Source: an optimization exercise on an open RTL-to-GDS flow (aim: small area, a short achievable clock period and few clock cycles per item). Production flows keep margins and buffers that such runs may drop.
In this exercise RTL edits were held to simulation tests only and were not proved equivalent to the original.

==> design.v <==
`default_nettype none
package sha256_pkg;
  localparam logic [1:0] MODE_ABSORB  = 2'd0;
  localparam logic [1:0] MODE_FINISH  = 2'd1;
  localparam logic [1:0] MODE_RESTART = 2'd2;
  localparam logic [1:0] STAT_DIGEST       = 2'd0;
  localparam logic [1:0] STAT_AFTER_FINISH = 2'd1;
  localparam logic [1:0] STAT_TOO_LONG     = 2'd2;
  localparam logic [2047:0] K_ROUND_FLAT = {
    32'h428a2f98, 32'h71374491, 32'hb5c0fbcf, 32'he9b5dba5,
    32'h3956c25b, 32'h59f111f1, 32'h923f82a4, 32'hab1c5ed5,
    32'hd807aa98, 32'h12835b01, 32'h243185be, 32'h550c7dc3,
    32'h72be5d74, 32'h80deb1fe, 32'h9bdc06a7, 32'hc19bf174,
    32'he49b69c1, 32'hefbe4786, 32'h0fc19dc6, 32'h240ca1cc,
    32'h2de92c6f, 32'h4a7484aa, 32'h5cb0a9dc, 32'h76f988da,
    32'h983e5152, 32'ha831c66d, 32'hb00327c8, 32'hbf597fc7,
    32'hc6e00bf3, 32'hd5a79147, 32'h06ca6351, 32'h14292967,
    32'h27b70a85, 32'h2e1b2138, 32'h4d2c6dfc, 32'h53380d13,
    32'h650a7354, 32'h766a0abb, 32'h81c2c92e, 32'h92722c85,
    32'ha2bfe8a1, 32'ha81a664b, 32'hc24b8b70, 32'hc76c51a3,
    32'hd192e819, 32'hd6990624, 32'hf40e3585, 32'h106aa070,
    32'h19a4c116, 32'h1e376c08, 32'h2748774c, 32'h34b0bcb5,
    32'h391c0cb3, 32'h4ed8aa4a, 32'h5b9cca4f, 32'h682e6ff3,
    32'h748f82ee, 32'h78a5636f, 32'h84c87814, 32'h8cc70208,
    32'h90befffa, 32'ha4506ceb, 32'hbef9a3f7, 32'hc67178f2
  };
  localparam logic [255:0] H_INIT_FLAT = {
    32'h6a09e667, 32'hbb67ae85, 32'h3c6ef372, 32'ha54ff53a,
    32'h510e527f, 32'h9b05688c, 32'h1f83d9ab, 32'h5be0cd19
  };
endpackage
`default_nettype wire
`default_nettype none
module sha256_stream_hasher (
  input  wire         clk,
  input  wire         rst_n,
  input  wire         in_tvalid,
  output logic        in_tready,
  input  wire  [7:0]  in_tdata,
  input  wire  [1:0]  in_tuser,
  output logic        out_tvalid,
  input  wire         out_tready,
  output logic [31:0] out_tdata,
  output logic [4:0]  out_tuser,
  output logic        out_tlast
);
  function automatic logic [31:0] bsig0(input logic [31:0] x);
    bsig0 = {x[1:0], x[31:2]} ^ {x[12:0], x[31:13]} ^ {x[21:0], x[31:22]};
  endfunction
  function automatic logic [31:0] bsig1(input logic [31:0] x);
    bsig1 = {x[5:0], x[31:6]} ^ {x[10:0], x[31:11]} ^ {x[24:0], x[31:25]};
  endfunction
  function automatic logic [31:0] ssig0(input logic [31:0] x);
    ssig0 = {x[6:0], x[31:7]} ^ {x[17:0], x[31:18]} ^ {3'b000, x[31:3]};
  endfunction
  function automatic logic [31:0] ssig1(input logic [31:0] x);
    ssig1 = {x[16:0], x[31:17]} ^ {x[18:0], x[31:19]} ^ {10'd0, x[31:10]};
  endfunction
  logic        s_valid;
  logic [1:0]  s_mode;
  logic [7:0]  s_data;
  logic [15:0] len_r;
  logic        done_r;
  logic        msg_first;
  logic [5:0]  fill_r;
  logic        pad_active;
  logic        pad_wrap;
  logic [511:0] ib_r;
  logic        ib_full;
  logic        ib_first;
  logic        ib_last;
  logic [31:0] w_r [0:15];
  logic [31:0] v_r [0:7];
  logic [31:0] p_r;
  logic        run_r;
  logic        ff_r;
  logic [5:0]  rnd_r;
  logic        eng_first;
  logic        eng_last;
  logic [1:0]  pend_r;
  logic        h_hold;
  logic [2:0]  idx_r;
  logic        err_pend;
  logic [1:0]  err_stat;
  logic start;
  logic ring_en;
  logic ib_space;
  logic out_idle;
  logic at_limit;
  assign ib_space = !ib_full || start;
  assign out_idle = (pend_r == 2'd0) && !err_pend;
  assign at_limit = &len_r;
  logic s_take;        
  logic shift_en;      
  logic [7:0] sh_byte;
  logic do_absorb, do_err, do_fin, do_rep, do_restart;
  always_comb begin
    do_absorb  = 1'b0;
    do_err     = 1'b0;
    do_fin     = 1'b0;
    do_rep     = 1'b0;
    do_restart = 1'b0;
    s_take     = 1'b0;
    if (s_valid && !pad_active) begin
      case (s_mode)
        sha256_pkg::MODE_ABSORB: begin
          if (done_r || at_limit) begin
            do_err = out_idle;
            s_take = out_idle;
          end else begin
            do_absorb = ib_space;
            s_take    = ib_space;
          end
        end
        sha256_pkg::MODE_FINISH: begin
          if (done_r) begin
            do_rep = out_idle;
            s_take = out_idle;
          end else begin
            do_fin = ib_space && (pend_r != 2'd3);
            s_take = do_fin;
          end
        end
        sha256_pkg::MODE_RESTART: begin
          do_restart = 1'b1;
          s_take     = 1'b1;
        end
        default: s_take = 1'b1;
      endcase
    end
  end
  logic [7:0] len_byte;
  always_comb begin
    case (fill_r[2:0])
      3'd5:    len_byte = {5'd0, len_r[15:13]};
      3'd6:    len_byte = len_r[12:5];
      3'd7:    len_byte = {len_r[4:0], 3'b000};
      default: len_byte = 8'h00;
    endcase
  end
  logic pad_shift;
  assign pad_shift = pad_active && ib_space;
  assign shift_en  = do_absorb || do_fin || pad_shift;
  always_comb begin
    if (pad_active) begin
      sh_byte = (!pad_wrap && fill_r[5:3] == 3'd7) ? len_byte : 8'h00;
    end else if (s_mode == sha256_pkg::MODE_FINISH) begin
      sh_byte = 8'h80;
    end else begin
      sh_byte = s_data;
    end
  end
  logic blk_done;
  assign blk_done = shift_en && (fill_r == 6'd63);
  logic       q1_valid;
  logic [1:0] q1_mode;
  logic [7:0] q1_data;
  logic       rdy_r;
  logic       push;
  logic       s_valid_n, q1_valid_n;
  assign in_tready = rdy_r;
  assign push      = in_tvalid && rdy_r;
  always_comb begin
    s_valid_n  = s_valid;
    q1_valid_n = q1_valid;
    if (s_take) begin
      s_valid_n  = q1_valid || push;
      q1_valid_n = q1_valid && push;
    end else if (push) begin
      s_valid_n  = 1'b1;
      q1_valid_n = s_valid;
    end
  end
  always_ff @(posedge clk) begin
    if (!rst_n) begin
      s_valid  <= 1'b0;
      q1_valid <= 1'b0;
      rdy_r    <= 1'b1;
    end else begin
      s_valid  <= s_valid_n;
      q1_valid <= q1_valid_n;
      rdy_r    <= !q1_valid_n;
    end
  end
  always_ff @(posedge clk) begin
    if (s_take || !s_valid) begin
      if (q1_valid) begin
        s_mode <= q1_mode;
        s_data <= q1_data;
      end else begin
        s_mode <= in_tuser;
        s_data <= in_tdata;
      end
    end
    if (push) begin
      q1_mode <= in_tuser;
      q1_data <= in_tdata;
    end
  end
  always_ff @(posedge clk) begin
    if (shift_en) begin
      ib_r <= {ib_r[503:0], sh_byte};
    end
  end
  always_ff @(posedge clk) begin
    if (!rst_n) begin
      len_r      <= '0;
      done_r     <= 1'b0;
      msg_first  <= 1'b1;
      fill_r     <= '0;
      pad_active <= 1'b0;
      pad_wrap   <= 1'b0;
      ib_full    <= 1'b0;
      ib_first   <= 1'b0;
      ib_last    <= 1'b0;
    end else begin
      if (do_restart) begin
        len_r     <= '0;
        done_r    <= 1'b0;
        msg_first <= 1'b1;
        fill_r    <= '0;
      end else begin
        if (do_absorb) len_r <= len_r + 16'd1;
        if (do_fin) done_r <= 1'b1;
        if (shift_en) fill_r <= fill_r + 6'd1;
        if (blk_done) msg_first <= 1'b0;
      end
      if (do_fin) begin
        pad_active <= 1'b1;
        pad_wrap   <= (fill_r >= 6'd56) && (fill_r != 6'd63);
      end else if (pad_shift && blk_done) begin
        if (pad_wrap) begin
          pad_wrap <= 1'b0;
        end else begin
          pad_active <= 1'b0;
        end
      end
      if (blk_done) begin
        ib_full  <= 1'b1;
        ib_first <= msg_first;
        ib_last  <= pad_shift && !pad_wrap;
      end else if (start) begin
        ib_full <= 1'b0;
      end
    end
  end
  logic [31:0] ha [0:3];
  logic [31:0] he [0:3];
  logic        zmode;       
  logic [1:0]  ring_k;      
  logic [31:0] iv_a, iv_e, add_a, add_e;
  logic [31:0] k_r;
  always_ff @(posedge clk) begin
    ring_k <= (rnd_r == 6'd60) ? 2'd3 : ring_k - 2'd1;
  end
  always_comb begin
    iv_a = sha256_pkg::H_INIT_FLAT[32*(7-ring_k) +: 32];
    iv_e = sha256_pkg::H_INIT_FLAT[32*(3-ring_k) +: 32];
  end
  assign add_a = ((eng_first && !zmode) ? iv_a : ha[3]) + (zmode ? 32'd0 : v_r[0]);
  assign add_e = ((eng_first && !zmode) ? iv_e : he[3]) + (zmode ? 32'd0 : v_r[4]);
  always_ff @(posedge clk) begin
    if (ring_en) begin
      ha[0] <= add_a;
      he[0] <= add_e;
      for (int i = 1; i < 4; i++) begin
        ha[i] <= ha[i-1];
        he[i] <= he[i-1];
      end
    end
  end
  logic [31:0] k_nxt;
  always_comb begin
    if (start) begin
      k_nxt = sha256_pkg::K_ROUND_FLAT[32*62 +: 32];
    end else if (run_r && rnd_r != 6'd63) begin
      k_nxt = sha256_pkg::K_ROUND_FLAT[{~(rnd_r + 6'd2), 5'b00000} +: 32];
    end else begin
      k_nxt = sha256_pkg::K_ROUND_FLAT[32*63 +: 32];
    end
  end
  logic [31:0] a_new, e_new, s1, ch, s0, mj;
  assign s1 = bsig1(v_r[4]);
  assign ch = (v_r[4] & v_r[5]) ^ (~v_r[4] & v_r[6]);
  assign s0 = bsig0(v_r[0]);
  assign mj = (v_r[0] & v_r[1]) ^ (v_r[0] & v_r[2]) ^ (v_r[1] & v_r[2]);
  logic [31:0] t1s, t1c, xs, xc, ys, yc, es, ec;
  assign t1s = p_r ^ s1 ^ ch;
  assign t1c = {((p_r[30:0] & s1[30:0]) | (p_r[30:0] & ch[30:0]) | (s1[30:0] & ch[30:0])), 1'b0};
  assign xs  = t1s ^ t1c ^ s0;
  assign xc  = {((t1s[30:0] & t1c[30:0]) | (t1s[30:0] & s0[30:0]) | (t1c[30:0] & s0[30:0])), 1'b0};
  assign ys  = xs ^ xc ^ mj;
  assign yc  = {((xs[30:0] & xc[30:0]) | (xs[30:0] & mj[30:0]) | (xc[30:0] & mj[30:0])), 1'b0};
  assign es  = t1s ^ t1c ^ v_r[3];
  assign ec  = {((t1s[30:0] & t1c[30:0]) | (t1s[30:0] & v_r[3][30:0]) | (t1c[30:0] & v_r[3][30:0])), 1'b0};
  assign a_new = ys + yc;
  assign e_new = es + ec;
  logic [31:0] w_new;
  assign w_new = ssig1(w_r[14]) + w_r[9] + ssig0(w_r[1]) + w_r[0];
  logic [31:0] pa, pw;
  always_comb begin
    if (!run_r) begin
      pa = ib_first ? sha256_pkg::H_INIT_FLAT[31:0] : he[2];
      pw = ib_r[511:480];
    end else begin
      pa = v_r[6];
      pw = w_r[1];
    end
  end
  always_ff @(posedge clk) begin
    p_r <= pa + k_r + pw;
    k_r <= k_nxt;
    if (start) begin
      for (int i = 0; i < 16; i++) begin
        w_r[i] <= ib_r[511-32*i -: 32];
      end
      if (ib_first) begin
        for (int i = 0; i < 8; i++) begin
          v_r[i] <= sha256_pkg::H_INIT_FLAT[32*(7-i) +: 32];
        end
      end else begin
        v_r[0] <= add_a;
        v_r[4] <= add_e;
        for (int i = 1; i < 4; i++) begin
          v_r[i]   <= ha[i-1];
          v_r[i+4] <= he[i-1];
        end
      end
    end else begin
      for (int i = 0; i < 15; i++) begin
        w_r[i] <= w_r[i+1];
      end
      w_r[15] <= w_new;
      v_r[0] <= a_new;
      v_r[1] <= v_r[0];
      v_r[2] <= v_r[1];
      v_r[3] <= v_r[2];
      v_r[4] <= e_new;
      v_r[5] <= v_r[4];
      v_r[6] <= v_r[5];
      v_r[7] <= v_r[6];
    end
  end
  logic idle_go, prep_go;
  assign idle_go = ib_full && !h_hold && !run_r && !ff_r;
  assign prep_go = idle_go && !ib_first;
  always_ff @(posedge clk) begin
    if (!rst_n) begin
      run_r     <= 1'b0;
      ff_r      <= 1'b0;
      zmode     <= 1'b0;
      rnd_r     <= 6'd63;
      eng_first <= 1'b0;
      eng_last  <= 1'b0;
    end else begin
      ff_r <= run_r && (rnd_r == 6'd63);
      if (start) begin
        run_r     <= 1'b1;
        rnd_r     <= 6'd0;
        zmode     <= 1'b0;
        eng_first <= ib_first;
        eng_last  <= ib_last;
      end else if (prep_go) begin
        run_r     <= 1'b1;
        rnd_r     <= 6'd61;
        zmode     <= 1'b1;
        eng_first <= 1'b0;
        eng_last  <= 1'b0;
      end else if (run_r) begin
        if (rnd_r == 6'd63) begin
          run_r <= 1'b0;
        end else begin
          rnd_r <= rnd_r + 6'd1;
        end
      end
    end
  end
  logic take;
  logic ib_full_n, ib_first_n, h_hold_n, run_n, ff_n, eng_last_n;
  logic [5:0] rnd_n;
  always_comb begin
    ib_full_n  = blk_done ? 1'b1 : (start ? 1'b0 : ib_full);
    ib_first_n = blk_done ? msg_first : ib_first;
    if (do_rep || (ff_r && eng_last)) begin
      h_hold_n = 1'b1;
    end else if (take && !err_pend && idx_r == 3'd7) begin
      h_hold_n = 1'b0;
    end else begin
      h_hold_n = h_hold;
    end
    ff_n       = run_r && (rnd_r == 6'd63);
    run_n      = run_r;
    rnd_n      = rnd_r;
    eng_last_n = eng_last;
    if (start) begin
      run_n      = 1'b1;
      rnd_n      = 6'd0;
      eng_last_n = ib_last;
    end else if (prep_go) begin
      run_n      = 1'b1;
      rnd_n      = 6'd61;
      eng_last_n = 1'b0;
    end else if (run_r) begin
      if (rnd_r == 6'd63) begin
        run_n = 1'b0;
      end else begin
        rnd_n = rnd_r + 6'd1;
      end
    end
  end
  always_ff @(posedge clk) begin
    if (!rst_n) begin
      start   <= 1'b0;
      ring_en <= 1'b0;
    end else begin
      start   <= ib_full_n && !h_hold_n
                 && ((!run_n && !ff_n && ib_first_n) || (ff_n && !eng_last_n));
      ring_en <= (run_n && rnd_n[5:2] == 4'hf && rnd_n[1:0] != 2'd0) || ff_n;
    end
  end
  logic        o_valid;
  logic [31:0] o_data;
  logic [4:0]  o_user;
  logic        o_last;
  logic        out_free;
  assign out_free   = !o_valid || out_tready;
  assign take       = out_free && (err_pend || h_hold);
  assign out_tvalid = o_valid;
  assign out_tdata  = o_data;
  assign out_tuser  = o_user;
  assign out_tlast  = o_last;
  always_ff @(posedge clk) begin
    if (!rst_n) begin
      o_valid <= 1'b0;
    end else if (out_free) begin
      o_valid <= err_pend || h_hold;
    end
  end
  always_ff @(posedge clk) begin
    if (take) begin
      o_data <= err_pend ? 32'd0 : (idx_r[2] ? he[idx_r[1:0]] : ha[idx_r[1:0]]);
      o_user <= err_pend ? {err_stat, 3'd0} : {sha256_pkg::STAT_DIGEST, idx_r};
      o_last <= err_pend || (idx_r == 3'd7);
    end
  end
  always_ff @(posedge clk) begin
    if (!rst_n) begin
      pend_r   <= '0;
      h_hold   <= 1'b0;
      idx_r    <= '0;
      err_pend <= 1'b0;
      err_stat <= sha256_pkg::STAT_AFTER_FINISH;
    end else begin
      if (do_err) begin
        err_pend <= 1'b1;
        err_stat <= done_r ? sha256_pkg::STAT_AFTER_FINISH : sha256_pkg::STAT_TOO_LONG;
      end else if (take && err_pend) begin
        err_pend <= 1'b0;
      end
      if (take && !err_pend) begin
        idx_r <= idx_r + 3'd1;
      end
      if (do_rep || (ff_r && eng_last)) begin
        h_hold <= 1'b1;
      end else if (take && !err_pend && idx_r == 3'd7) begin
        h_hold <= 1'b0;
      end
      pend_r <= pend_r + {1'b0, do_fin || do_rep}
                       - {1'b0, take && !err_pend && idx_r == 3'd7};
    end
  end
endmodule
`default_nettype wire
==> flow/run.sh <==
#!/bin/bash
set -euo pipefail
bash standard.sh ADDER_MAP_FILE= finish > standard_flow.log 2>&1
==> standard.sh <==
#!/bin/bash
# synth_recipe.tcl (not shown) runs the flow's synth.tcl, then flattens the netlist and writes it again
# the make line also repeats each setting of config.mk as NAME=value (left out here)
make -C /OpenROAD-flow-scripts/flow DESIGN_CONFIG=/design/flow/config.mk WORK_HOME=/design/flow/orfs CLKGATE_MAP_FILE= SYNTH_SCRIPT=/design/flow/synth_recipe.tcl "${@:-finish}"
==> config.mk <==
export PLATFORM = sky130hd
export DESIGN_NAME = sha256_stream_hasher
export DESIGN_NICKNAME = sha256_stream_hasher
export VERILOG_FILES = /design/flow/design.v
export SDC_FILE = /design/flow/constraint.sdc
export NUM_CORES = 4
export LEC_CHECK = 0
export ABC_AREA = 1
export CAP_MARGIN = 20
export CORE_MARGIN = 2
export CORE_UTILIZATION = 40
export PLACE_DENSITY = 0.6
export SLEW_MARGIN = 20
==> constraint.sdc <==
create_clock -name core_clock -period 11.0 [get_ports {clk}]
set_input_delay 2.2000 -clock core_clock [delete_from_list [all_inputs] [get_ports {clk}]]
set_output_delay 2.2000 -clock core_clock [all_outputs]
set_load 0.01 [all_outputs]
==> results.json, run 1 <==
{
  "status": "no timing/DRC/antenna violations",
  "cts_inserted_buffers": 181,
  "relSlewSlack_pct": 18.53,
  "setup_tns_ps": 0,
  "syn_nets": 10650,
  "rows": 166,
  "area.sequential_um2": 41970,
  "final_common_cell": "nand2_1",
  "ys.flop_type": "dfxtp_1",
  "drc": 0,
  "cts_max_path_buffers": 3,
  "crit_required_ps": 11730,
  "hp-class": "reg -> reg",
  "final_cell_mix": "nand2_1 (4043), inv_1 (1111), dfxtp_1 (853)",
  "grt_max_degree": 246,
  "path_clk_slew_ps": 60,
  "synth_top_family_by_area": "simple AND/OR/NAND/NOR gates",
  "postPlaceCellArea_um2": 85640,
  "place.gp.congestion": 1.001,
  "worst-r2r-cell-count": 19,
  "cp.arrival_ps": 5640,
  "cts_root_buf": "clkbuf_16",
  "ys_seq_area_share_pct": 50.93,
  "cts_tree": "built",
  "muxShareOfSynthArea_pct": 0,
  "crit_path_end_kind": "flip-flop",
  "die_h_um": 457.8,
  "synth_area_leaders": "edfxtp_1 (30%), dfxtp_1 (21%), nand2_1 (18%), inv_1 (5.1%), nand3_1 (4.1%)",
  "rsz0062_at_grt": "false",
  "postCtsHoldBufs": 0,
  "netlist_instances": 10640,
  "nFillCells": 20350,
  "synthDistinctLibCells": 70,
  "avgViaCountPerCell": 5.365,
  "grt_pass1_vias": 67130,
  "vias": 72390,
  "final_cell_area_um2": 91960,
  "drive_gt1_share_pct": 6.058,
  "worstSetupStartpointType": "flip-flop",
  "fin_nets": 10650,
  "cts_resized": 0,
  "synth_compound_gate_area_share_pct": 9.513,
  "synth_top_cell_by_area": "edfxtp_1",
  "setup_viol": 0,
  "clkLatencyLatePin_ps": 860,
  "timing.fmax_mhz": 203.5,
  "area_growth_pct": 11.62,
  "synthAdderAreaFrac_pct": 0.01215,
  "cts_sinks": 1683,
  "multi_input_area_um2": 34710,
  "async_flop_share_pct": 0,
  "initial_utilization_pct": 40.27,
  "dp_hpwl_um": 249200,
  "max-cap-violations": 0,
  "cts_setup_buffers": 0,
  "netlist_area_um2": 82390,
  "die_width_um": 457.8,
  "routedWlPerCell_um": 24.18,
  "finalMaxSlewViolations": 0,
  "core-area_um2": 204600,
  "post-synth-top-area-fraction_pct": 30.11,
  "htreeDepth": 4,
  "ios": 54,
  "fin_crit_sh_pct": 44.68,
  "synth_seq_cells": 1683,
  "yosys.area_share.simple_pct": 28.71,
  "min_delay_path_depth": 2,
  "drt_iter0_markers": 8480,
  "criticalPathCategory": "reg -> reg",
  "fin_skew_ps": 45.07,
  "postSynthAreaPerCell_um2": 7.746,
  "synth_edf_count": 826,
  "min_period_ps": 4914,
  "drtPass1Iterations": 9,
  "dieArea_um2": 209600,
  "antenna_found_initial": 19,
  "routed_wl_um": 326300,
  "postRouteAntennaNets": 0,
  "yosysWarnings": 5,
  "track_usage_pct": 30.29,
  "grt_remaining_overflow": 0,
  "synthXorXnorAreaFrac_pct": 3.827,
  "finalHoldViolations": 0,
  "path_max_fanout": 19,
  "portBuffers": 53,
  "tightest_slew_ps": 1209,
  "grt_pass1_wl_um": 464200
}
[path summary, 6_finish.rpt]
path / slack [ps] / from / to
hold reg to reg: 410 / w_r[10][11] / w_r[9][11]
hold / removal: 410 / w_r[10][11] / w_r[9][11]
setup / recovery: 6090 / ib_first / p_r[27]
setup reg to reg: 6090 / ib_first / p_r[27]
[logic make-up (layout without fill, tap and decap cells)]
kind of cell / count (synthesis) / in the layout
flip-flops: 1683 / 1683
other: 0 / 9
AND/OR/NAND/NOR: 5736 / 5736
adder cells (fa/ha/maj): 1 / 1
AO/OA/AOI/OAI: 1361 / 1361
XOR/XNOR: 360 / 360
buffers and inverters: 1495 / 1655
[area by class of cell]
cell class                 instances  area share (%)
tap                             2688           3.657
sequential                      1683           45.64
clock inverter                   103           1.378
timing repair buffer             124           1.225
clock buffer                     240           5.465
inverter                        1188           4.864
antenna                            9         0.02449
multi-input combinational       7458           37.75
[worst max-delay path, stage by stage (launching register included)]
cell      delay (ps)
dfxtp_1          300
buf_4            280
nor2_4           660
a22oi_1          460
or2_2            410
nand2_1           80
xor2_1           400
nor2_1           210
inv_1             90
nand2_1          250
nor2_1           610
nand2_1          110
nand2_1          170
nand2_1           90
nand2_2          120
nand3_1           80
nand2_1          150
nand4_1          140
nand3b_1         120
nand2_1           50
[synth_stat cells, drive strengths merged (56+ instances only)]
master / count
buf: 68
nand2: 4116
clkbuf: 239
inv: 1176
o22ai: 64
edfxtp: 826
or2: 61
xnor2: 114
nand4: 56
xor2: 246
a21oi: 398
o21ai: 591
nor2: 633
nor3: 59
nand3: 725
nand3b: 60
dfxtp: 857
[metal layers]
metal,global-route usage [%],vias up,wire [um]
li1,-,34410,-
met1,42.10,34480,143100
met2,45.84,2913,140700
met3,4.979,581,24960
met4,14.51,8,17430
met5,0,-,60
[stage by stage]
step | utilization (%) | setup WS [ps] | cells | hold slack, ps
2_1_floorplan | - | 2007 | 10640 | 396.0
3_3_place_gp | 41.86 | 6182 | 13140 | 400.6
3_5_place_dp | 41.86 | 6172 | 13140 | 402.1
4_1_cts | 44.94 | 6193 | 13480 | 408.9
5_1_grt | 44.95 | 5868 | 13490 | 427.4
6_report | 44.95 | 6086 | 13490 | 408.1
[registers in the layout (all words and copies together) (netlist names), 6 cells and up]
register	cells
ha	128
fill_r	6
k_r	32
rnd_r	6
len_r	16
s_data	8
ib_r	512
w_r	512
p_r	32
q1_data	8
he	128
o_data	32
v_r	224
Testbench counts, summed over its fixed seeds: cycles 73,764, bytes 62,512.
==> run 2, diff against run 1 <==
==> flow/run.sh (replaced) <==
#!/bin/bash
set -euo pipefail
bash standard.sh ADDER_MAP_FILE= "BUFFER_PORTS_ARGS=-buffer_cell sky130_fd_sc_hd__buf_2" \
  SETUP_SLACK_MARGIN=7.5 finish > standard_flow.log 2>&1
==> run 2 against run 1 <==
Against the previous run:
- die area stayed put
- flip-flop and latch count stayed put
- still clean
- critical path type is now reg -> out
- global-route usage is 0.90 points higher
- largest cell class unchanged
- clock skew is 29 ps higher
- cell area is 4.9% higher
- critical path depth is 18 lower
- sequential share of layout area is 1.9 points lower
- area after synthesis stayed put
- cell count is 0.95% higher
- first-iteration DRC count is 5.7% lower
==> results.json, run 2 <==
{
  "fin_skew_ps": 74.45,
  "synth_edf_count": 826,
  "syn_nets": 10650,
  "vias": 73890,
  "path_max_fanout": 1,
  "antenna_found_initial": 14,
  "grt_max_degree": 202,
  "area.sequential_um2": 42220,
  "finalHoldViolations": 0,
  "synthDistinctLibCells": 70,
  "crit_required_ps": 8800,
  "synth_top_cell_by_area": "edfxtp_1",
  "rsz0062_at_grt": "true",
  "htreeDepth": 4,
  "async_flop_share_pct": 0,
  "cts_root_buf": "clkbuf_16",
  "synth_seq_cells": 1683,
  "status": "no timing/DRC/antenna violations",
  "drc": 0,
  "routedWlPerCell_um": 24.88,
  "postSynthAreaPerCell_um2": 7.746,
  "clkLatencyLatePin_ps": 890,
  "initial_utilization_pct": 40.27,
  "cts_inserted_buffers": 179,
  "worstSetupStartpointType": "flip-flop",
  "path_buf_inv": 1,
  "area_growth_pct": 17.09,
  "finalMaxSlewViolations": 0,
  "fin_crit_sh_pct": 33.35,
  "netlist_area_um2": 82390,
  "ios": 54,
  "crit_path_end_kind": "output pin",
  "drt_iter0_markers": 7998,
  "postCtsHoldBufs": 0,
  "setup_viol": 0,
  "place_ws_ps": 5395,
  "final_common_cell": "nand2_1",
  "die_width_um": 457.8,
  "reg_top3": "ib_r (512), w_r (512), v_r (224)",
  "max-cap-violations": 0,
  "postLayoutCoreUtil_pct": 47.15,
  "tightest_slew_ps": 1087,
  "grt_pass1_wl_um": 474900,
  "avgViaCountPerCell": 5.425,
  "cp_top_family": "flip-flops",
  "ys.flop_type": "dfxtp_1",
  "relSlewSlack_pct": 27.07,
  "cpMaxStageDelayCell": "edfxtp_1",
  "max_stage_delay_ps": 410,
  "setup_ws_ps": 7332,
  "die_h_um": 457.8,
  "final_cell_mix": "nand2_1 (3871), inv_1 (1095), edfxtp_1 (826)",
  "cts_tree": "built",
  "dieArea_um2": 209600,
  "cts_max_path_buffers": 3,
  "post-synth-top-area-fraction_pct": 30.11,
  "drtPass1Iterations": 7,
  "yosysWarnings": 5,
  "drive_gt1_share_pct": 13.23,
  "rows": 166,
  "ys_seq_area_share_pct": 50.93,
  "fin_nets": 10780,
  "cts_sinks": 1683,
  "path_clk_slew_ps": 70,
  "dp_hpwl_um": 251100,
  "netlist_instances": 10640,
  "ys_top_cells_by_count": "nand2_1 (4046), inv_1 (1112), dfxtp_1 (857)",
  "core-area_um2": 204600,
  "min_period_ps": 3668,
  "grt_remaining_overflow": 0,
  "criticalPathCategory": "reg -> out",
  "track_usage_pct": 31.18,
  "postRouteAntennaNets": 0,
  "place.gp.congestion": 1.030,
  "timing.fmax_mhz": 272.6,
  "hp-class": "reg -> reg",
  "setup_tns_ps": 0,
  "portBuffers": 53,
  "yosysMostFrequentCell": "nand2_1",
  "nFillCells": 19990,
  "cp.arrival_ps": 1470,
  "path_cells": "buf_2",
  "multi_input_area_um2": 37620,
  "synth_area_leaders": "edfxtp_1 (30%), dfxtp_1 (21%), nand2_1 (18%), inv_1 (5.1%), nand3_1 (4.1%)",
  "grt_pass1_vias": 67920,
  "routed_wl_um": 338900
}
## run 2: cell count changes in the layout (fill, tap and decap cells not counted), sizes merged, moves of 7 or more
| cell | delta |
|---|---|
| bufbuf | +7 |
| clkdlybuf4s50 | -53 |
| buf | +170 |
| clkinvlp | +14 |
| inv | -7 |
## run 2: layout make-up
| cell class | instances | area share [%] |
|---|---|---|
| sequential | 1683 | 43.76 |
| multi-input combinational | 7459 | 39.00 |
| clock buffer | 237 | 5.132 |
| inverter | 1188 | 4.801 |
| tap | 2688 | 3.486 |
| timing repair buffer | 250 | 2.484 |
| clock inverter | 103 | 1.294 |
| antenna | 12 | 0.03113 |
| timing repair inverter | 1 | 0.009079 |
## run 2: repair_timing
item                                    CTS  global route
cloned                                   10             3
pin swaps                                13            61
endpoints found under the setup margin  332           350
resized for setup                       351           610
buffers inserted                         36            76
## run 2: worst paths after layout
| kind | slack [ps] | depth (start not counted) | start | end |
|---|---|---|---|---|
| worst max-delay path | 7330 | 1 | o_data[6] | out_tdata[6] |
| worst min-delay path | 410 | 2 | w_r[6][31] | w_r[5][31] |
| worst max register to register | 7480 | 9 | idx_r[1] | o_data[22] |
| worst min register to register | 410 | 2 | w_r[6][31] | w_r[5][31] |
## run 2: cell families after synthesis
kind of cell             Yosys count  synth area share [%]
AND/OR/NAND/NOR                 5736                 28.71
flip-flops                      1683                 50.93
buffers and inverters           1495                 7.010
AO/OA/AOI/OAI                   1361                 9.513
XOR/XNOR                         360                 3.827
adder cells (fa/ha/maj)            1               0.01215
## run 2: routing by layer
metal / routed length [um] / GRT usage, %
met1: 142000 / 41.80
met2: 145900 / 47.24
met3: 28190 / 6.084
met4: 22740 / 17.25
met5: 47 / 0
## run 2: metrics by stage
step	cells	hold WS, ps	cell area (um^2)
floorplan	10640	396.0	82470
global placement	13140	403.0	85460
detailed placement	13140	400.6	85470
CTS	13530	412.9	93450
global route	13610	431.3	96450
finish	13620	409.9	96470
==> run 3, diff against run 2 <==
--- a/config.mk
+++ b/config.mk
@@ -10,4 +10,6 @@
 export CORE_MARGIN = 2
 export CORE_UTILIZATION = 40
+export CTS_CLUSTER_DIAMETER = 60
+export CTS_CLUSTER_SIZE = 24
 export PLACE_DENSITY = 0.6
 export SLEW_MARGIN = 20
==> run 3 against run 2 <==
Against the previous run:
- cell area decreased by 0.25%
- clock skew decreased by 22 ps
- non-clock buffer count increased by 16
- routed wire length decreased by 0.41%
- cell count decreased by 0.40%
- flip-flop and latch count unchanged
- register-to-register slack improved by 20 ps
- first-iteration DRC count increased by 3.2%
- via count decreased by 0.22%
- critical path type unchanged
==> results.json, run 3 <==
{
  "routed_wl_um": 337400,
  "postRouteAntennaNets": 0,
  "cp_top_family": "flip-flops",
  "final_common_cell": "nand2_1",
  "routedWlPerCell_um": 24.87,
  "fin_crit_sh_pct": 32.94,
  "yosysWarnings": 5,
  "timing.fmax_mhz": 276.0,
  "crit_path_end_kind": "output pin",
  "fin_nets": 10760,
  "ios": 54,
  "die_width_um": 457.8,
  "synthDistinctLibCells": 70,
  "path_max_fanout": 1,
  "area_growth_pct": 16.81,
  "cpMaxStageDelayCell": "edfxtp_1",
  "wl_met3_um": 28270,
  "rsz0062_at_grt": "true",
  "reg2reg_slack_ps": 7500,
  "setup_tns_ps": 0,
  "dp_hpwl_um": 251100,
  "path_clk_slew_ps": 90,
  "die_h_um": 457.8,
  "hold_slack_ps": 404.2,
  "postSynthAreaPerCell_um2": 7.746,
  "netlist_instances": 10640,
  "synth_edf_count": 826,
  "synth_area_leaders": "edfxtp_1 (30%), dfxtp_1 (21%), nand2_1 (18%), inv_1 (5.1%), nand3_1 (4.1%)",
  "finalMaxSlewViolations": 0,
  "reg_top3": "ib_r (512), w_r (512), v_r (224)",
  "cts_sinks": 1683,
  "setup_viol": 0,
  "relSlewSlack_pct": 20.70,
  "antenna_found_initial": 21,
  "wl_met1_um": 141000,
  "vias": 73730,
  "drt_iter0_markers": 8257,
  "cts_inserted_buffers": 145,
  "max_stage_delay_ps": 420,
  "ys.flop_type": "dfxtp_1",
  "cts_max_path_buffers": 3,
  "drive_gt1_share_pct": 13.99,
  "drc": 0,
  "post-synth-top-area-fraction_pct": 30.11,
  "tightest_slew_ps": 1177,
  "path_buf_inv": 1,
  "status": "no timing/DRC/antenna violations",
  "core-area_um2": 204600,
  "drtPass1Iterations": 9,
  "fin_skew_ps": 52.12,
  "setup_ws_ps": 7376,
  "place.gp.congestion": 1.030,
  "min_period_ps": 3624,
  "htreeDepth": 4,
  "cts_root_buf": "clkbuf_16",
  "dieArea_um2": 209600,
  "initial_utilization_pct": 40.27,
  "final_cell_mix": "nand2_1 (3834), inv_1 (1093), edfxtp_1 (826)",
  "cp.arrival_ps": 1420,
  "synth_top_cell_by_area": "edfxtp_1",
  "ys_top_cells_by_count": "nand2_1 (4046), inv_1 (1112), dfxtp_1 (857)",
  "grt_pass1_wl_um": 472000,
  "track_usage_pct": 31.00,
  "clkLatencyLatePin_ps": 860,
  "finalHoldViolations": 0,
  "path_cells": "buf_2",
  "syn_nets": 10650,
  "criticalPathCategory": "reg -> out",
  "max-cap-violations": 0,
  "place_ws_ps": 5395,
  "cts_tree": "built",
  "highest-signal-layer": "met5",
  "crit_required_ps": 8800,
  "grt_pass1_vias": 67620,
  "synth_seq_cells": 1683,
  "rows": 166,
  "worstSetupStartpointType": "flip-flop",
  "ys_seq_area_share_pct": 50.93,
  "grt_remaining_overflow": 0,
  "avgViaCountPerCell": 5.435,
  "portBuffers": 53,
  "met2WireLength_um": 146500,
  "postCtsHoldBufs": 0,
  "grt_max_degree": 202,
  "async_flop_share_pct": 0,
  "hp-class": "reg -> reg",
  "netlist_area_um2": 82390,
  "yosysMostFrequentCell": "nand2_1"
}
run 3: path summary, 6_finish.rpt:
check,start,to,depth (start not counted)
max,o_data[6],out_tdata[6],1
min,w_r[15][9],w_r[14][9],2
max reg2reg,v_r[4][5],v_r[0][30],26
min reg2reg,w_r[15][9],w_r[14][9],2
run 3: routing by layer:
layer | track usage [%] | vias to the layer above
li1 | - | 34590
met1 | 41.72 | 35200
met2 | 47.07 | 3205
met3 | 5.637 | 723
met4 | 17.19 | 14
met5 | 0 | -
run 3: what timing repair did:
item / 4_1_cts / 5_1_grt
pin swaps: 18 / 93
endpoints found under the hold margin: 0 / 0
setup endpoints to repair: 319 / 351
gates resized for setup: 378 / 726
buffers inserted: 40 / 88
cloned: 10 / 4
run 3: cell type report:
| class | instances | area, um^2 |
|---|---|---|
| Timing Repair inverter | 2 | 20.02 |
| Antenna cell | 10 | 25.02 |
| Clock inverter | 110 | 1448 |
| Fill cell | 19980 | 108300 |
| Sequential cell | 1683 | 42210 |
| Inverter | 1188 | 4644 |
| Clock buffer | 160 | 3805 |
| Timing Repair Buffer | 266 | 2574 |
| Tap cell | 2688 | 3363 |
| Multi-Input combinational cell | 7459 | 38140 |
run 3: cell families after synthesis:
logic type | after synthesis | synth area share [%]
flip-flops | 1683 | 50.93
adder cells (fa/ha/maj) | 1 | 0.01215
XOR/XNOR | 360 | 3.827
buffers and inverters | 1495 | 7.010
AO/OA/AOI/OAI | 1361 | 9.513
AND/OR/NAND/NOR | 5736 | 28.71
run 3: metrics by stage:
stage / cells / utilization, % / instance area [um^2]
6_report: 13570 / 47.04 / 96230
5_1_grt: 13560 / 47.04 / 96230
4_1_cts: 13460 / 45.29 / 92660
3_5_place_dp: 13140 / 41.78 / 85470
3_3_place_gp: 13140 / 41.77 / 85460
2_1_floorplan: 10640 / - / 82470
==> run 4, diff against run 3 <==
--- a/config.mk
+++ b/config.mk
@@ -9,7 +9,7 @@
 export CAP_MARGIN = 20
 export CORE_MARGIN = 2
-export CORE_UTILIZATION = 40
+export CORE_UTILIZATION = 50
 export CTS_CLUSTER_DIAMETER = 60
 export CTS_CLUSTER_SIZE = 24
-export PLACE_DENSITY = 0.6
+export PLACE_DENSITY = 0.7
 export SLEW_MARGIN = 20
==> run 4 against run 3 <==
Against the previous run:
- worst hold slack better by 15 ps
- critical path type unchanged
- critical path depth unchanged
- routed wire length is 2.8% lower
- sequential share of layout area increased by 0.97 points
- largest cell class unchanged
==> results.json, run 4 <==
{
  "antenna_found_initial": 18,
  "place.gp.congestion": 1.049,
  "grt_pass1_wl_um": 461200,
  "ys.flop_type": "dfxtp_1",
  "cpMaxStageDelayCell": "edfxtp_1",
  "synth_area_leaders": "edfxtp_1 (30%), dfxtp_1 (21%), nand2_1 (18%), inv_1 (5.1%), nand3_1 (4.1%)",
  "grt_pass1_vias": 67480,
  "synth_top_cell_by_area": "edfxtp_1",
  "initial_utilization_pct": 50.50,
  "dp_cells": 12620,
  "hold_slack_ps": 419.2,
  "tightest_slew_ps": 1134,
  "hp-class": "reg -> reg",
  "path_clk_slew_ps": 90,
  "fin_skew_ps": 46.05,
  "synth_seq_cells": 1683,
  "finalMaxSlewViolations": 0,
  "fin_nets": 10730,
  "cts_inserted_buffers": 134,
  "max-cap-violations": 0,
  "clkLatencyLatePin_ps": 840,
  "muxShareOfSynthArea_pct": 0,
  "finalHoldViolations": 0,
  "cts_root_buf": "clkbuf_16",
  "path_buf_inv": 1,
  "rows": 148,
  "path_cells": "buf_2",
  "die_width_um": 409.9,
  "drt_iter0_markers": 8919,
  "yosysWarnings": 5,
  "dieArea_um2": 168000,
  "netlist_area_um2": 82390,
  "setup_viol": 0,
  "yosys.area_share.simple_pct": 28.71,
  "critPathLaunch": "o_data[7]",
  "grt_remaining_overflow": 0,
  "crit_path_end_kind": "output pin",
  "ios": 54,
  "final_common_cell": "nand2_1",
  "ys_top_cells_by_count": "nand2_1 (4046), inv_1 (1112), dfxtp_1 (857)",
  "relSlewSlack_pct": 23.57,
  "timing.fmax_mhz": 263.8,
  "fin_crit_sh_pct": 34.46,
  "core-area_um2": 163100,
  "synthAdderAreaFrac_pct": 0.01215,
  "cts_sinks": 1683,
  "dp_hpwl_um": 246700,
  "synth_top_family_by_area": "simple AND/OR/NAND/NOR gates",
  "final_cell_mix": "nand2_1 (3884), inv_1 (1091), edfxtp_1 (826)",
  "routedWlPerCell_um": 25.20,
  "worstSetupStartpointType": "flip-flop",
  "yosysMostFrequentCell": "nand2_1",
  "endpoint": "out_tdata[7]",
  "setup_tns_ps": 0,
  "cp.arrival_ps": 1590,
  "timing.rr.start": "zmode",
  "reg2reg_slack_ps": 7520,
  "status": "no timing/DRC/antenna violations",
  "portBuffers": 53,
  "crit_required_ps": 8800,
  "track_usage_pct": 37.74,
  "routed_wl_um": 327900,
  "postCtsHoldBufs": 0,
  "drtPass1Iterations": 8,
  "rsz0062_at_grt": "true",
  "cts_max_path_buffers": 3,
  "vias": 74170,
  "cp_top_family": "flip-flops",
  "drc": 0,
  "criticalPathCategory": "reg -> out",
  "min_period_ps": 3790,
  "cp.depth": 1,
  "synthDistinctLibCells": 70,
  "netlist_instances": 10640,
  "grt_max_degree": 176,
  "area_growth_pct": 14.30,
  "avgViaCountPerCell": 5.702,
  "path_max_fanout": 1,
  "htreeDepth": 4,
  "reg_top3": "ib_r (512), w_r (512), v_r (224)",
  "cts_tree": "built",
  "synthXorXnorAreaFrac_pct": 3.827,
  "rr_endpoint": "v_r[4][26]",
  "postSynthAreaPerCell_um2": 7.746,
  "die_h_um": 409.9,
  "instances_no_fill": 13010,
  "ys_seq_area_share_pct": 50.93,
  "synth_compound_gate_area_share_pct": 9.513,
  "worst-r2r-cell-count": 18,
  "async_flop_share_pct": 0,
  "drive_gt1_share_pct": 12.81,
  "post-synth-top-area-fraction_pct": 30.11,
  "postRouteAntennaNets": 0,
  "max_stage_delay_ps": 540,
  "synth_edf_count": 826,
  "syn_nets": 10650
}
==> run 4: cell types whose count changed in the layout (fill, tap and decap cells not counted), moves of 15 or more <==
cell     previous run  this run
o21ai_2            43        24
nor2_1            509       524
o21ai_0           416       433
buf_2              51        32
nand3_4            54        33
nand2_2           221       181
dfxtp_2            53        68
nand2_1          3834      3884
==> run 4: per-layer routing <==
layer	track usage (%)	wire length, um
met1	50.72	132500
met2	55.39	138200
met3	10.84	37350
met4	19.19	19700
met5	0	120
==> run 4: cell families after synthesis <==
kind of cell	count (synthesis)
xor+xnor	360
compound gates	1361
buf+inv	1495
fa+ha+maj	1
simple gates	5736
flops	1683
==> run 4: worst min-delay path: cells and delay by family, from the launching register on <==
kind	cells	cell delay (ps)
flops	1	320
simple gates	2	90
==> run 4: cell type report <==
type / instances / area, um^2
inverter: 1188 / 4613
antenna: 8 / 20.02
clock inverter: 86 / 1182
clock buffer: 164 / 3651
fill: 14930 / 68970
timing repair buffer: 243 / 2256
tap: 2175 / 2721
multi-input combinational: 7461 / 37500
sequential: 1683 / 42230
==> run 4: stage by stage <==
| step | util (%) | setup WS (ps) | instance area [um^2] |
|---|---|---|---|
| floorplan | - | 6698 | 82470 |
| global placement | 51.95 | 6479 | 84760 |
| detailed placement | 51.95 | 6434 | 84760 |
| CTS | 55.71 | 7157 | 90880 |
| global route | 57.71 | 7168 | 94150 |
| finish | 57.72 | 7210 | 94170 |
==> run 4: worst min-delay path by stage <==
stage	from	endpoint	cells after the start
final	w_r[3][16]	w_r[2][16]	2
after global routing	w_r[8][7]	w_r[7][7]	2
after CTS	ha[1][16]	ha[2][16]	0
after detailed placement	w_r[13][14]	w_r[12][14]	2
after global placement	w_r[15][27]	w_r[14][27]	2
after floorplan	w_r[11][0]	w_r[10][0]	2
==> run 4: timing repair <==
item,CTS,global route
pin swaps,7,55
cloned,6,2
resized for setup,299,636
endpoints found under the setup margin,455,311
buffers inserted,24,99
==> run 5, diff against run 4 <==
==> flow/run.sh (replaced) <==
#!/bin/bash
set -euo pipefail
bash standard.sh ADDER_MAP_FILE= "BUFFER_PORTS_ARGS=-buffer_cell sky130_fd_sc_hd__buf_2" \
  SETUP_SLACK_MARGIN=7.45 finish > standard_flow.log 2>&1
--- a/config.mk
+++ b/config.mk
@@ -9,7 +9,7 @@
 export CAP_MARGIN = 20
 export CORE_MARGIN = 2
-export CORE_UTILIZATION = 50
-export CTS_CLUSTER_DIAMETER = 60
-export CTS_CLUSTER_SIZE = 24
-export PLACE_DENSITY = 0.7
+export CORE_UTILIZATION = 40
+export CTS_CLUSTER_DIAMETER = 75
+export CTS_CLUSTER_SIZE = 30
+export PLACE_DENSITY = 0.6
 export SLEW_MARGIN = 20
==> run 5 against run 4 <==
Against the previous run:
- still clean on timing, DRC and antenna
- global-route usage fell by 6.9 points
- first-iteration DRC count is 12% lower
- worst hold slack got worse by 34 ps
- die area up 25%
- setup slack improved by 190 ps
- sequential share of layout area decreased by 0.14 points
- cell area is 0.28% higher
- clock-buffer cell count decreased by 37
- maximum frequency grew 5.4%
- routed wire length rose by 2.5%
- critical endpoint is now out_tdata[6]
==> results.json, run 5 <==
{
  "ios": 54,
  "post-synth-top-area-fraction_pct": 30.11,
  "setup_tns_ps": 0,
  "postPlaceCellArea_um2": 85470,
  "cts_max_path_buffers": 3,
  "ys.flop_type": "dfxtp_1",
  "cpMaxStageDelayCell": "edfxtp_1",
  "cts_root_buf": "clkbuf_16",
  "drt_iter0_markers": 7822,
  "fin_skew_ps": 86.23,
  "final_cell_mix": "nand2_1 (3892), inv_1 (1096), edfxtp_1 (826)",
  "yosysWarnings": 5,
  "cts_inserted_buffers": 109,
  "place_ws_ps": 5395,
  "die_h_um": 457.8,
  "postSynthAreaPerCell_um2": 7.746,
  "clkLatencyLatePin_ps": 820,
  "endpoint": "out_tdata[6]",
  "antenna_found_initial": 18,
  "track_usage_pct": 30.83,
  "critPathLaunch": "o_data[6]",
  "grt_pass1_vias": 66850,
  "max_stage_delay_ps": 420,
  "status": "no timing/DRC/antenna violations",
  "drc": 0,
  "place.gp.congestion": 1.030,
  "netlist_area_um2": 82390,
  "area_growth_pct": 14.62,
  "rows": 166,
  "postRouteAntennaNets": 0,
  "min_period_ps": 3596,
  "path_cells": "buf_2",
  "hp-class": "reg -> reg",
  "syn_nets": 10650,
  "drtPass1Iterations": 6,
  "tightest_slew_ps": 1215,
  "criticalPathCategory": "reg -> out",
  "timing.fmax_mhz": 278.1,
  "portBuffers": 53,
  "max-cap-violations": 0,
  "synthXorXnorAreaFrac_pct": 3.827,
  "ys_seq_area_share_pct": 50.93,
  "ys_top_cells_by_count": "nand2_1 (4046), inv_1 (1112), dfxtp_1 (857)",
  "final_common_cell": "nand2_1",
  "path_clk_slew_ps": 110,
  "fin_crit_sh_pct": 32.69,
  "netlist_instances": 10640,
  "dp_hpwl_um": 251100,
  "cp.depth": 1,
  "fin_nets": 10710,
  "synthDistinctLibCells": 70,
  "cp.arrival_ps": 1400,
  "setup_viol": 0,
  "routed_wl_um": 336100,
  "synthAdderAreaFrac_pct": 0.01215,
  "timing.rr.start": "rnd_r[2]",
  "grt_remaining_overflow": 0,
  "cp_top_family": "flip-flops",
  "highest-signal-layer": "met5",
  "reg_top3": "ib_r (512), w_r (512), v_r (224)",
  "grt_pass1_wl_um": 470200,
  "async_flop_share_pct": 0,
  "final_cell_area_um2": 94430,
  "dieArea_um2": 209600,
  "synth_top_family_by_area": "simple AND/OR/NAND/NOR gates",
  "reg2reg_slack_ps": 7410,
  "path_buf_inv": 1,
  "vias": 73280,
  "die_width_um": 457.8,
  "htreeDepth": 3,
  "synth_area_leaders": "edfxtp_1 (30%), dfxtp_1 (21%), nand2_1 (18%), inv_1 (5.1%), nand3_1 (4.1%)",
  "rr_endpoint": "k_r[0]",
  "crit_required_ps": 8800,
  "muxShareOfSynthArea_pct": 0,
  "setup_ws_ps": 7404,
  "synth_top_cell_by_area": "edfxtp_1",
  "avgViaCountPerCell": 5.433,
  "synth_seq_cells": 1683,
  "finalMaxSlewViolations": 0,
  "synth_edf_count": 826,
  "yosys.area_share.simple_pct": 28.71,
  "cts_sinks": 1683,
  "synth_compound_gate_area_share_pct": 9.513,
  "path_max_fanout": 1,
  "finalHoldViolations": 0,
  "drive_gt1_share_pct": 12.21,
  "yosysMostFrequentCell": "nand2_1",
  "worst-r2r-cell-count": 13,
  "grt_max_degree": 202,
  "cts_tree": "built",
  "initial_utilization_pct": 40.27,
  "wl_met1_um": 141500,
  "wl_met3_um": 27790,
  "met2WireLength_um": 146200,
  "worstSetupStartpointType": "flip-flop",
  "crit_path_end_kind": "output pin",
  "rsz0062_at_grt": "true",
  "core-area_um2": 204600,
  "routedWlPerCell_um": 24.92,
  "relSlewSlack_pct": 18.11
}
[run 5: layout make-up]
type / count / area [um^2]
Antenna cell: 14 / 35.03
Clock buffer: 127 / 2922
Clock inverter: 78 / 1339
Fill cell: 20110 / 110200
Inverter: 1188 / 4624
Multi-Input combinational cell: 7459 / 37500
Sequential cell: 1683 / 42210
Tap cell: 2688 / 3363
Timing Repair Buffer: 250 / 2427
Timing Repair inverter: 2 / 17.52
[run 5: logic make-up (layout without fill, tap and decap cells)]
kind of cell	count (synthesis)	in the layout
xor gates and xnor gates	360	360
AOI/OAI and AO/OA	1361	1361
other	0	14
DFF	1683	1683
adders and majority gates	1	1
and+or+nand+nor	5736	5737
buffers and inverters	1495	1645
[run 5: worst min path at each step]
stage,startpoint,cells after the start,slack [ps],to
floorplan,w_r[11][0],2,400,w_r[10][0]
global placement,w_r[2][6],2,400,w_r[1][6]
detailed placement,w_r[5][27],2,400,w_r[4][27]
CTS,w_r[4][23],2,390,w_r[3][23]
global route,w_r[4][23],2,400,w_r[3][23]
finish,w_r[4][23],2,390,w_r[3][23]
[run 5: routing by layer]
metal | vias to the layer above | global-route usage, %
met4 | 4 | 15.53
met1 | 35110 | 41.75
met3 | 669 | 5.506
met5 | - | 0
li1 | 34420 | -
met2 | 3079 | 47.30
[run 5: worst reg2reg max path: stages (launching register included)]
cell and delay, ps:
dfxtp_1 310, buf_4 210, nand2_1 270, clkinvlp_4 310, nor2_4 290, inv_1 240
nand2_2 120, clkbuf_8 330, clkinv_1 150, buf_6 230, nor2_2 260, o21ai_0 230
a21oi_1 300, o21ai_0 160
[run 5: metrics by stage]
stage / utilization (%) / cells / hold slack, ps
global placement: 41.77 / 13140 / 403.0
floorplan: - / 10640 / 396.0
CTS: 44.67 / 13400 / 392.9
finish: 46.16 / 13490 / 385.7
detailed placement: 41.78 / 13140 / 400.6
global route: 46.15 / 13480 / 403.1
[run 5: repair_timing]
item	4_1_cts	5_1_grt
gates resized for setup	310	599
buffers inserted	36	76
setup endpoints to repair	351	351
pin swaps	12	72
gates cloned	10	4
hold buffers	0	0
==> run 6, diff against run 5 <==
--- a/design.v
+++ b/design.v
@@ -271,11 +271,11 @@
   end
   logic [31:0] k_nxt;
+  logic [5:0]  kidx_a, kidx_b;
   always_comb begin
     if (start) begin
       k_nxt = sha256_pkg::K_ROUND_FLAT[32*62 +: 32];
-    end else if (run_r && rnd_r != 6'd63) begin
-      k_nxt = sha256_pkg::K_ROUND_FLAT[{~(rnd_r + 6'd2), 5'b00000} +: 32];
     end else begin
-      k_nxt = sha256_pkg::K_ROUND_FLAT[32*63 +: 32];
+      k_nxt = {sha256_pkg::K_ROUND_FLAT[{kidx_b, 5'b10000} +: 16],
+               sha256_pkg::K_ROUND_FLAT[{~kidx_a, 5'b00000} +: 16]};
     end
   end
@@ -410,4 +410,8 @@
   end
   always_ff @(posedge clk) begin
+    kidx_a <= (run_n && rnd_n != 6'd63) ? rnd_n + 6'd2 : 6'd0;
+    kidx_b <= ~((run_n && rnd_n != 6'd63) ? rnd_n + 6'd2 : 6'd0);
+  end
+  always_ff @(posedge clk) begin
     if (!rst_n) begin
       start   <= 1'b0;
==> flow/run.sh (replaced) <==
#!/bin/bash
set -euo pipefail
bash standard.sh ADDER_MAP_FILE= "BUFFER_PORTS_ARGS=-buffer_cell sky130_fd_sc_hd__buf_2" \
  SETUP_SLACK_MARGIN=7.5 finish > standard_flow.log 2>&1
--- a/config.mk
+++ b/config.mk
@@ -10,6 +10,6 @@
 export CORE_MARGIN = 2
 export CORE_UTILIZATION = 40
-export CTS_CLUSTER_DIAMETER = 75
-export CTS_CLUSTER_SIZE = 30
+export CTS_CLUSTER_DIAMETER = 60
+export CTS_CLUSTER_SIZE = 24
 export PLACE_DENSITY = 0.6
 export SLEW_MARGIN = 20
==> run 6 against run 5 <==
Against the previous run:
- critical path depth is 5 higher
- clock-buffer cell count up 30
- still clean on timing, DRC and antenna
- worst hold slack gained 31 ps
- first-iteration DRC count increased by 0.88%
- flip-flop and latch count is 12 higher
- maximum frequency up 0.43%
- utilization shrank 0.62 points
==> results.json, run 6 <==
{
  "drt_iter0_markers": 7891,
  "cts_inserted_buffers": 136,
  "relSlewSlack_pct": 8.346,
  "dieArea_um2": 213500,
  "die_h_um": 462.0,
  "vias": 73120,
  "grt_remaining_overflow": 0,
  "portBuffers": 53,
  "syn_nets": 10790,
  "synth_seq_cells": 1695,
  "final_common_cell": "nand2_1",
  "postSynthAreaPerCell_um2": 7.790,
  "finalHoldViolations": 0,
  "async_flop_share_pct": 0,
  "track_usage_pct": 28.90,
  "drive_gt1_share_pct": 12.40,
  "max_stage_delay_ps": 910,
  "place.gp.congestion": 1.005,
  "criticalPathCategory": "reg -> reg",
  "cts_root_buf": "clkbuf_16",
  "setup_ws_ps": 7420,
  "synth_top_cell_by_area": "edfxtp_1",
  "worstSetupStartpointType": "flip-flop",
  "avgViaCountPerCell": 5.330,
  "reg_top3": "ib_r (512), w_r (512), v_r (224)",
  "routedWlPerCell_um": 23.21,
  "path_max_fanout": 45,
  "crit_path_end_kind": "flip-flop",
  "cts_max_path_buffers": 3,
  "setup_tns_ps": 0,
  "final_cell_mix": "nand2_1 (3848), inv_1 (1119), edfxtp_1 (826)",
  "fin_nets": 10810,
  "max-cap-violations": 0,
  "netlist_instances": 10770,
  "area_growth_pct": 13.51,
  "dp_cells": 13370,
  "tightest_slew_ps": 1375,
  "drc": 0,
  "ios": 54,
  "grt_max_degree": 203,
  "initial_utilization_pct": 40.12,
  "fin_skew_ps": 40.94,
  "htreeDepth": 4,
  "fin_crit_sh_pct": 32.55,
  "cts_tree": "built",
  "ys_seq_area_share_pct": 50.29,
  "cpMaxStageDelayCell": "o21ai_0",
  "dp_hpwl_um": 235000,
  "synth_edf_count": 826,
  "die_width_um": 462.0,
  "place_ws_ps": 6246,
  "crit_required_ps": 11490,
  "postRouteAntennaNets": 0,
  "hp-class": "reg -> reg",
  "rows": 168,
  "synth_area_leaders": "edfxtp_1 (30%), dfxtp_1 (21%), nand2_1 (18%), inv_1 (5.1%), nand3_1 (4.0%)",
  "postCtsHoldBufs": 0,
  "finalMaxSlewViolations": 0,
  "area.sequential_um2": 42430,
  "cts_sinks": 1695,
  "ys.flop_type": "dfxtp_1",
  "ys_top_cells_by_count": "nand2_1 (3982), inv_1 (1134), dfxtp_1 (869)",
  "status": "no timing/DRC/antenna violations",
  "routed_wl_um": 318400,
  "synthDistinctLibCells": 82,
  "path_cells": "nor2_2 -> buf_4 -> clkinv_1 -> buf_6 -> o21ai_0 -> a21oi_1",
  "timing.fmax_mhz": 279.3,
  "grt_pass1_vias": 68220,
  "postLayoutCoreUtil_pct": 45.54,
  "multi_input_area_um2": 37920,
  "clkLatencyLatePin_ps": 830,
  "post-synth-top-area-fraction_pct": 29.56,
  "antenna_found_initial": 17,
  "rsz0062_at_grt": "true",
  "drtPass1Iterations": 9,
  "nFillCells": 20590,
  "yosysMostFrequentCell": "nand2_1",
  "core-area_um2": 209200,
  "min_period_ps": 3580,
  "cp.arrival_ps": 4070,
  "netlist_area_um2": 83910,
  "setup_viol": 0,
  "instances_no_fill": 13720,
  "path_clk_slew_ps": 80,
  "yosysWarnings": 5,
  "grt_pass1_wl_um": 452600
}
==> run 6: cell count changes in the layout (fill, tap and decap cells not counted), sizes merged, moves of 12 or more <==
| cell | previous run | this run |
|---|---|---|
| buf | 238 | 185 |
| nor2 | 633 | 685 |
| inv | 1206 | 1251 |
| o21ai | 591 | 628 |
| clkbuf | 131 | 160 |
| nand2 | 4117 | 4090 |
| a21oi | 398 | 420 |
| xor2 | 246 | 232 |
| dfxtp | 857 | 869 |
| nor3 | 59 | 71 |
==> run 6: final cells by class <==
cell class                 instances  area share, %
sequential                      1695          44.55
multi-input combinational       7549          39.81
inverter                        1222          4.960
clock buffer                     157          3.768
tap                             2805          3.685
timing repair buffer             191          1.944
clock inverter                    97          1.270
antenna                            4        0.01051
==> run 6: worst max-delay path: cells and delay by family (launching register included) <==
| kind | cells | cell delay, ps |
|---|---|---|
| flops | 1 | 560 |
| buf+inv | 3 | 1150 |
| compound gates | 2 | 1230 |
| simple gates | 1 | 180 |
==> run 6: routing by layer <==
layer | global-route usage, % | routed length, um
met1 | 37.35 | 131600
met2 | 46.52 | 143700
met3 | 4.348 | 22140
met4 | 15.63 | 20910
met5 | 0 | 90
==> run 6: final timing paths <==
path	from	endpoint	slack, ps	depth (start not counted)
worst max-delay path	idx_r[1]	o_data[8]	7420	6
worst min-delay path	w_r[5][31]	w_r[4][31]	420	2
worst max register to register	idx_r[1]	o_data[8]	7420	6
worst min register to register	w_r[5][31]	w_r[4][31]	420	2
==> run 6: cell families after synthesis <==
family | Yosys count | share of synthesized area (%)
simple gates | 5765 | 28.75
flops | 1695 | 50.29
buf+inv | 1532 | 7.177
compound gates | 1420 | 9.980
xor+xnor | 357 | 3.780
fa+ha+maj | 2 | 0.02386
==> run 6: repair_timing <==
| action | 4_1_cts | 5_1_grt |
|---|---|---|
| setup buffers | 36 | 42 |
| gates cloned | 6 | 5 |
| gates resized for setup | 250 | 477 |
| pin swaps | 8 | 31 |
| setup endpoints to repair | 724 | 167 |
==> run 6: metrics by stage <==
step | area [um^2] | hold slack [ps]
finish | 95250 | 416.3
global route | 95240 | 437.0
CTS | 92990 | 409.0
detailed placement | 86870 | 401.3
global placement | 86870 | 399.6
floorplan | 84010 | 378.3
Testbench counts of run 6, summed over its fixed seeds: cycles 73,764, bytes 62,512.
==> run 7, diff against run 6 <==
--- a/config.mk
+++ b/config.mk
@@ -11,5 +11,5 @@
 export CORE_UTILIZATION = 40
 export CTS_CLUSTER_DIAMETER = 60
-export CTS_CLUSTER_SIZE = 24
+export CTS_CLUSTER_SIZE = 30
 export PLACE_DENSITY = 0.6
 export SLEW_MARGIN = 20
==> run 7 against run 6 <==
Against the previous run:
- synthesized cell count is the same
- routed wire length is essentially flat
- first-iteration DRC count shrank 1.5%
- flip-flop and latch count is the same
- maximum frequency shrank 2.5%
- sequential share of layout area shrank 0.069 points
- critical path depth grew 1
- non-clock buffer count shrank 4
- die area is the same
- area after synthesis is the same
- critical path type unchanged
==> results.json, run 7 <==
{
  "status": "no timing/DRC/antenna violations",
  "criticalPathCategory": "reg -> reg",
  "hp-class": "reg -> reg",
  "path_clk_slew_ps": 110,
  "min_period_ps": 3671,
  "fin_nets": 10800,
  "cts_max_path_buffers": 3,
  "drtPass1Iterations": 6,
  "instances_no_fill": 13710,
  "cts_root_buf": "clkbuf_16",
  "fin_skew_ps": 67.06,
  "core-area_um2": 209200,
  "portBuffers": 53,
  "setup_tns_ps": 0,
  "synth_top_family_by_area": "simple AND/OR/NAND/NOR gates",
  "place.gp.congestion": 1.005,
  "cp.arrival_ps": 4230,
  "netlist_instances": 10770,
  "synth_area_leaders": "edfxtp_1 (30%), dfxtp_1 (21%), nand2_1 (18%), inv_1 (5.1%), nand3_1 (4.0%)",
  "worstSetupStartpointType": "flip-flop",
  "track_usage_pct": 28.90,
  "yosysMostFrequentCell": "nand2_1",
  "drive_gt1_share_pct": 12.73,
  "dieArea_um2": 213500,
  "postPlaceCellArea_um2": 86870,
  "final_cell_area_um2": 95450,
  "die_h_um": 462.0,
  "finalHoldViolations": 0,
  "synthXorXnorAreaFrac_pct": 3.780,
  "area_growth_pct": 13.75,
  "finalMaxSlewViolations": 0,
  "timing.fmax_mhz": 272.4,
  "cts_sinks": 1695,
  "yosysWarnings": 5,
  "reg_top3": "ib_r (512), w_r (512), v_r (224)",
  "fin_crit_sh_pct": 33.37,
  "synth_edf_count": 826,
  "relSlewSlack_pct": 5.579,
  "syn_nets": 10790,
  "grt_pass1_wl_um": 452500,
  "grt_pass1_vias": 68370,
  "max-cap-violations": 0,
  "cts_inserted_buffers": 133,
  "synth_compound_gate_area_share_pct": 9.980,
  "min_delay_path_depth": 2,
  "final_common_cell": "nand2_1",
  "crit_required_ps": 11560,
  "worst-r2r-cell-count": 7,
  "synthAdderAreaFrac_pct": 0.02386,
  "max_stage_delay_ps": 670,
  "postSynthAreaPerCell_um2": 7.790,
  "ys_seq_area_share_pct": 50.29,
  "routed_wl_um": 318100,
  "synth_seq_cells": 1695,
  "async_flop_share_pct": 0,
  "grt_max_degree": 203,
  "path_max_fanout": 45,
  "cpMaxStageDelayCell": "o21ai_0",
  "setup_viol": 0,
  "vias": 73140,
  "rows": 168,
  "yosys.area_share.simple_pct": 28.75,
  "netlist_area_um2": 83910,
  "dp_cells": 13370,
  "cts_tree": "built",
  "htreeDepth": 4,
  "avgViaCountPerCell": 5.334,
  "initial_utilization_pct": 40.12,
  "clkLatencyLatePin_ps": 840,
  "path_cells": "nor2_2 -> buf_4 -> clkinv_1 -> buf_4 -> o21ai_0 -> a21oi_1 -> nor2_1",
  "routedWlPerCell_um": 23.20,
  "drc": 0,
  "dp_hpwl_um": 235000,
  "crit_path_end_kind": "flip-flop",
  "drt_iter0_markers": 7769,
  "postRouteAntennaNets": 0,
  "tightest_slew_ps": 1416,
  "grt_remaining_overflow": 0,
  "muxShareOfSynthArea_pct": 0,
  "ys.flop_type": "dfxtp_1",
  "crit_top_cell": "buf_4",
  "synthDistinctLibCells": 82,
  "antenna_found_initial": 14,
  "final_cell_mix": "nand2_1 (3834), inv_1 (1119), edfxtp_1 (826)",
  "ios": 54,
  "post-synth-top-area-fraction_pct": 29.56,
  "die_width_um": 462.0,
  "rsz0062_at_grt": "true",
  "synth_top_cell_by_area": "edfxtp_1",
  "ys_top_cells_by_count": "nand2_1 (3982), inv_1 (1134), dfxtp_1 (869)"
}
[run 7: metrics by stage]
stage / utilization (%) / setup slack (ps) / hold WS (ps)
after global routing: 45.63 / 7374 / 427.5
after CTS: 44.50 / 7377 / 410.6
after global placement: 41.53 / 6346 / 399.6
after floorplan: - / 6682 / 378.3
final: 45.64 / 7329 / 411.0
after detailed placement: 41.53 / 6246 / 401.3
[run 7: layout make-up]
| type | instances | area (um^2) |
|---|---|---|
| antenna | 4 | 10.01 |
| clock buffer | 145 | 3490 |
| clock inverter | 103 | 1405 |
| fill | 20580 | 113700 |
| inverter | 1222 | 4718 |
| multi-input combinational | 7549 | 38020 |
| sequential | 1695 | 42460 |
| tap | 2805 | 3510 |
| timing repair buffer | 187 | 1836 |
[run 7: kinds of logic (layout without fill, tap and decap cells)]
logic type	Yosys count	count (layout)
DFF	1695	1695
other	0	4
xor gates and xnor gates	357	357
AOI/OAI and AO/OA	1420	1420
adders and majority gates	2	2
buffers and inverters	1532	1657
and+or+nand+nor	5765	5770
[run 7: worst paths after layout]
kind,endpoint,slack (ps),start
setup / recovery,o_data[7],7330,idx_r[1]
hold / removal,w_r[14][5],410,w_r[15][5]
setup reg to reg,o_data[7],7330,idx_r[1]
hold reg to reg,w_r[14][5],410,w_r[15][5]
[run 7: metal layers]
metal | share of wire (%) | GRT usage, % | routed length [um] | vias up
li1 | - | - | - | 34870
met1 | 41 | 37.14 | 130500 | 34580
met2 | 45 | 46.54 | 144500 | 2938
met3 | 7.2 | 4.545 | 22880 | 736
met4 | 6.3 | 15.80 | 20170 | 12
met5 | 0.022 | 0 | 69 | -
[run 7: worst max-delay path, delay by kind of cell (launching register included)]
kind	cells	cell delay, ps
and+or+nand+nor	2	690
buffers and inverters	3	1230
AOI/OAI and AO/OA	2	810
DFF	1	560
[run 7: timing repair]
item | in CTS | in global routing
pin swaps | 7 | 40
resized for setup | 259 | 511
endpoints found under the setup margin | 723 | 227
hold buffers | 0 | 0
setup buffers | 30 | 44
gates cloned | 6 | 6

separate check: timing with driven ports:
The results above use ideal ports. As a check the final layouts listed here were re-extracted and re-timed, cells and wires unchanged. Step 1: set_driving_cell puts a clkbuf_16 on clk and a buf_2 on each other input, an assumption about the parent block. Step 2 adds t to the input delays and takes it off the output delays; t is the mean of the earliest and latest rising clock arrival at the registers after step 1. Input paths then give back, and output paths get back, about the clock's delay inside the block. Three values: ideal ports, drivers, drivers and shift; two values: the first two.
| run | shift t [ns] | slack for setup (ns) | slew at the worst register clock pin (ns) | worst data-port slew with drivers (ns) | pins driven straight from the clock port |
|---|---|---|---|---|---|
| run 1 | 0.934 | 6.086 / 6.086 / 6.086 | 0.07 / 0.07 | 0.09 | 1 |
| run 2 | 0.949 | 7.332 / 7.239 / 6.939 | 0.08 / 0.08 | 0.06 | 1 |
| run 3 | 0.920 | 7.376 / 7.285 / 6.990 | 0.09 / 0.09 | 0.06 | 1 |
| run 4 | 0.903 | 7.210 / 7.124 / 6.816 | 0.09 / 0.09 | 0.04 | 1 |
| run 5 | 0.877 | 7.404 / 7.312 / 6.838 | 0.12 / 0.12 | 0.06 | 1 |
| run 6 | 0.901 | 7.420 / 7.358 / 7.090 | 0.09 / 0.09 | 0.05 | 1 |
| run 7 | 0.899 | 7.329 / 7.329 / 7.073 | 0.11 / 0.11 | 0.05 | 1 |
After both steps every run listed still meets setup and hold. The setup slack of run 5, which loses most, moves by -0.092 ns with the drivers and by -0.566 ns with both steps.
